What follows belongs to an exercise in optimizing a design on an open flow for small area and few clock cycles per item; a production flow would make more cautious choices.
RTL that was checked went through simulation tests only; none was proved equivalent to the original.
Power is estimated from default activity; no workload was simulated.

// barrier_basket_payoff
module barrier_basket_payoff #(
  parameter int unsigned MAX_ASSETS = bbp_pkg::MaxAssetsDefault,
  parameter int unsigned MAX_STEPS  = bbp_pkg::MaxStepsDefault
) (
  input  wire                                clk_i,
  input  wire                                rst_ni,
  input  wire                                cfg_we_i,
  input  wire  [bbp_pkg::CfgIdxW-1:0]        cfg_idx_i,
  input  wire  [bbp_pkg::CfgW-1:0]           cfg_data_i,
  input  wire                                s_axis_tvalid,
  output logic                               s_axis_tready,
  input  wire  [bbp_pkg::InDataW-1:0]        s_axis_tdata,
  input  wire                                s_axis_tuser,
  input  wire                                s_axis_tlast,
  output logic                               m_axis_tvalid,
  input  wire                                m_axis_tready,
  output logic [bbp_pkg::PriceW-1:0]         m_axis_tdata,
  output logic                               m_axis_tuser
);
clock: 10.0 ns
lec_check: 0
cap_margin: 20
core_margin: 2
core_utilization: 40
slew_margin: 20
synth_hierarchical: 1
synth_minimum_keep_size: 0
run.sh (not shown) runs the stock make flow with config.mk's settings and CLKGATE_MAP_FILE= SYNTH_SCRIPT=/design/flow/synth_recipe.tcl, a recipe that flattens the netlist after the stock synthesis.
Edit:
Settings changed: CTS_BUF_LIST set to sky130_fd_sc_hd__clkbuf_8 sky130_fd_sc_hd__clkbuf_16, CTS_CLUSTER_DIAMETER set to 100, CTS_CLUSTER_SIZE set to 30.
=> The changed run completed with no timing, DRC or antenna violations. Final cell count is lower by 2.8%. Setup slack loses 0.029 ns. Total power falls by 19%. Clock-buffer cell count decreases by 145. Combinational power is about the same. Synthesized cell count stays the same.
No run of this note included a check of the RTL's function; only the layout flow was run.


Another version of the RTL of barrier_basket_payoff (not shown whole).
Size: ~3,900 cells after synthesis, ~190 I/O pins.
Settings: LEC_CHECK=0, CAP_MARGIN=20, CORE_MARGIN=2, CORE_UTILIZATION=40, CTS_BUF_LIST=sky130_fd_sc_hd__clkbuf_8 sky130_fd_sc_hd__clkbuf_16, CTS_CLUSTER_DIAMETER=100, CTS_CLUSTER_SIZE=30, SLEW_MARGIN=20, SYNTH_HIERARCHICAL=1, SYNTH_MINIMUM_KEEP_SIZE=0; clock period 10.0 ns.
standard.sh (not shown) runs the stock make flow with config.mk's settings and CLKGATE_MAP_FILE= SYNTH_SCRIPT=/design/flow/synth_recipe.tcl, a recipe that flattens the netlist after the stock synthesis.
==> flow/flow/run.sh <==
#!/bin/bash
# The standard layout (standard.sh) with two changes:
#  - after the standard synthesis, flow/downsize.tcl swaps the combinational
#    cells that synthesis sized up back to their _1 variants (same function
#    and pins); the layout's own repair steps size up what timing needs;
#  - every input and output port is buffered with buf_1 instead of the
#    default clkdlybuf4s50_1 (BUFFER_PORTS_ARGS).
# Each tool's output goes to a log file of its own in this folder.
set -euo pipefail
export BUFFER_PORTS_ARGS="-buffer_cell sky130_fd_sc_hd__buf_1"
R="orfs/results/${FLOW_PLATFORM}/barrier_basket_payoff/base"
bash standard.sh synth > make_synth.log 2>&1
ODB_IN="$R/1_synth.odb" ODB_OUT="$R/1_synth_small.odb" \
  openroad -no_init -exit flow/downsize.tcl > downsize.log 2>&1
mv "$R/1_synth_small.odb" "$R/1_synth.odb"
bash standard.sh > make_finish.log 2>&1
==> flow/flow/downsize.tcl <==
# Swap upsized combinational cells of the synthesized netlist to their _1
# variant (same function and pins); the layout's repair steps size them up
# again where timing needs it.
read_db $::env(ODB_IN)
set db [ord::get_db]
set block [[$db getChip] getBlock]
set n 0
foreach inst [$block getInsts] {
  set m [$inst getMaster]
  set name [$m getName]
  if {[regexp {^sky130_fd_sc_hd__(a22oi|a21oi|o21ai|nand2|nor2|xor2|xnor2|a22o|o22ai|a221oi|a211oi|and2|or2|nand3|nor3|and3|inv|buf|nor4|nand4|o21a|a21o)_([2-9]|1[0-9])$} $name -> base size]} {
    set new [$db findMaster sky130_fd_sc_hd__${base}_1]
    if {$new != "NULL"} {
      $inst swapMaster $new
      incr n
    }
  }
}
puts "downsized $n instances"
write_db $::env(ODB_OUT)
Testbench counts at the start, summed over its fixed seeds: cycles 15,480, items 320.
Next try:
==> flow/run.sh (new file) <==
#!/bin/bash
# synth_recipe.tcl (not shown) runs the flow's synth.tcl, then flattens the netlist and writes it again
# the make line also repeats each setting of config.mk as NAME=value (left out here)
make -C /OpenROAD-flow-scripts/flow DESIGN_CONFIG=/design/flow/config.mk WORK_HOME=/design/flow/orfs CLKGATE_MAP_FILE= SYNTH_SCRIPT=/design/flow/synth_recipe.tcl finish
removed: flow/flow/run.sh
removed: flow/flow/downsize.tcl
removed: flow/standard.sh
Non-clock buffer count climbs by 4.
Total power is higher by 1.0%.
Via count is about the same.
Global-route usage is higher by 0.19 points.
Sequential share of layout area came out lower by 2.3 points.
Utilization rose by 0.72 points.
Area after synthesis is higher by 2.7%.
Combinational power went up by about 9%.
Count of clock-buffer cells in the layout stays the same.
Wire length rises by about 3%.
Next try:
==> flow/flow/run.sh (new file) <==
#!/bin/bash
# The standard layout (standard.sh) with two changes:
#  - after the standard synthesis, flow/downsize.tcl swaps the combinational
#    cells that synthesis sized up back to their _1 variants (same function
#    and pins); the layout's own repair steps size up what timing needs;
#  - every input and output port is buffered with buf_1 instead of the
#    default clkdlybuf4s50_1 (BUFFER_PORTS_ARGS).
# Each tool's output goes to a log file of its own in this folder.
set -euo pipefail
export BUFFER_PORTS_ARGS="-buffer_cell sky130_fd_sc_hd__buf_1"
R="orfs/results/${FLOW_PLATFORM}/barrier_basket_payoff/base"
bash standard.sh synth > make_synth.log 2>&1
ODB_IN="$R/1_synth.odb" ODB_OUT="$R/1_synth_small.odb" \
  openroad -no_init -exit flow/downsize.tcl > downsize.log 2>&1
mv "$R/1_synth_small.odb" "$R/1_synth.odb"
bash standard.sh > make_finish.log 2>&1
==> flow/flow/downsize.tcl (new file) <==
# Swap upsized combinational cells of the synthesized netlist to their _1
# variant (same function and pins); the layout's repair steps size them up
# again where timing needs it.
read_db $::env(ODB_IN)
set db [ord::get_db]
set block [[$db getChip] getBlock]
set n 0
foreach inst [$block getInsts] {
  set m [$inst getMaster]
  set name [$m getName]
  if {[regexp {^sky130_fd_sc_hd__(a22oi|a21oi|o21ai|nand2|nor2|xor2|xnor2|a22o|o22ai|a221oi|a211oi|and2|or2|nand3|nor3|and3|inv|buf|nor4|nand4|o21a|a21o)_([2-9]|1[0-9])$} $name -> base size]} {
    set new [$db findMaster sky130_fd_sc_hd__${base}_1]
    if {$new != "NULL"} {
      $inst swapMaster $new
      incr n
    }
  }
}
puts "downsized $n instances"
write_db $::env(ODB_OUT)
==> flow/standard.sh (new file) <==
#!/bin/bash
# synth_recipe.tcl (not shown) runs the flow's synth.tcl, then flattens the netlist and writes it again
# the make line also repeats each setting of config.mk as NAME=value (left out here)
make -C /OpenROAD-flow-scripts/flow DESIGN_CONFIG=/design/flow/config.mk WORK_HOME=/design/flow/orfs CLKGATE_MAP_FILE= SYNTH_SCRIPT=/design/flow/synth_recipe.tcl "${@:-finish}"
Settings changed: CORE_UTILIZATION 40 to 50.
removed: flow/run.sh
The changed run completed without violations.
Setup slack is better by 220 ps.
Clock skew is lower by 65 ps.
Cell area fell by 5.3%.
Area after synthesis is lower by 2.7%.
Synthesized cell count does not change.
Next try:
Settings changed: CAP_MARGIN 20 to 0, SLEW_MARGIN 20 to 0.
The changed run passed the timing, design-rule and antenna checks; wire length barely changes; die area stays the same; final area does not change; first-iteration DRC count is unchanged; global-route usage stays the same; clock-buffer cell count is unchanged.

==> re-timing with driven ports <==
Ports are ideal in the flow. The routed layouts listed here were re-timed in OpenROAD.
Step 1 (the two cells are an assumption about what drives the block):
set clk [get_ports {clk_i}]
set_driving_cell -lib_cell sky130_fd_sc_hd__clkbuf_16 $clk
set_driving_cell -lib_cell sky130_fd_sc_hd__buf_2 [delete_from_list [all_inputs] $clk]
Step 2 moves the port delays by t, midway between the first and last clock arrival at a register: inputs arrive t later, outputs are due t later. That takes back most of the time a late clock gives input paths.
Three values: ideal ports, drivers, drivers and shift; two values: the first two.
run | shift t [ns] | setup WS [ns] | clock arrival spread, ns
the first run of note 1 | 0.841 | 0.569 / 0.569 / 0.569 | 0.055 / 0.055
the second run of note 1 | 0.774 | 0.540 / 0.540 / 0.540 | 0.060 / 0.059
the first run of note 2 | 0.786 | 0.756 / 0.756 / 0.756 | 0.108 / 0.108
the second run of note 2 | 0.792 | 0.611 / 0.611 / 0.611 | 0.127 / 0.127
the third run of note 2 | 0.783 | 0.827 / 0.827 / 0.827 | 0.064 / 0.063
the fourth run of note 2 | 0.782 | 0.838 / 0.838 / 0.838 | 0.060 / 0.060
After both steps every run listed still meets setup and hold.
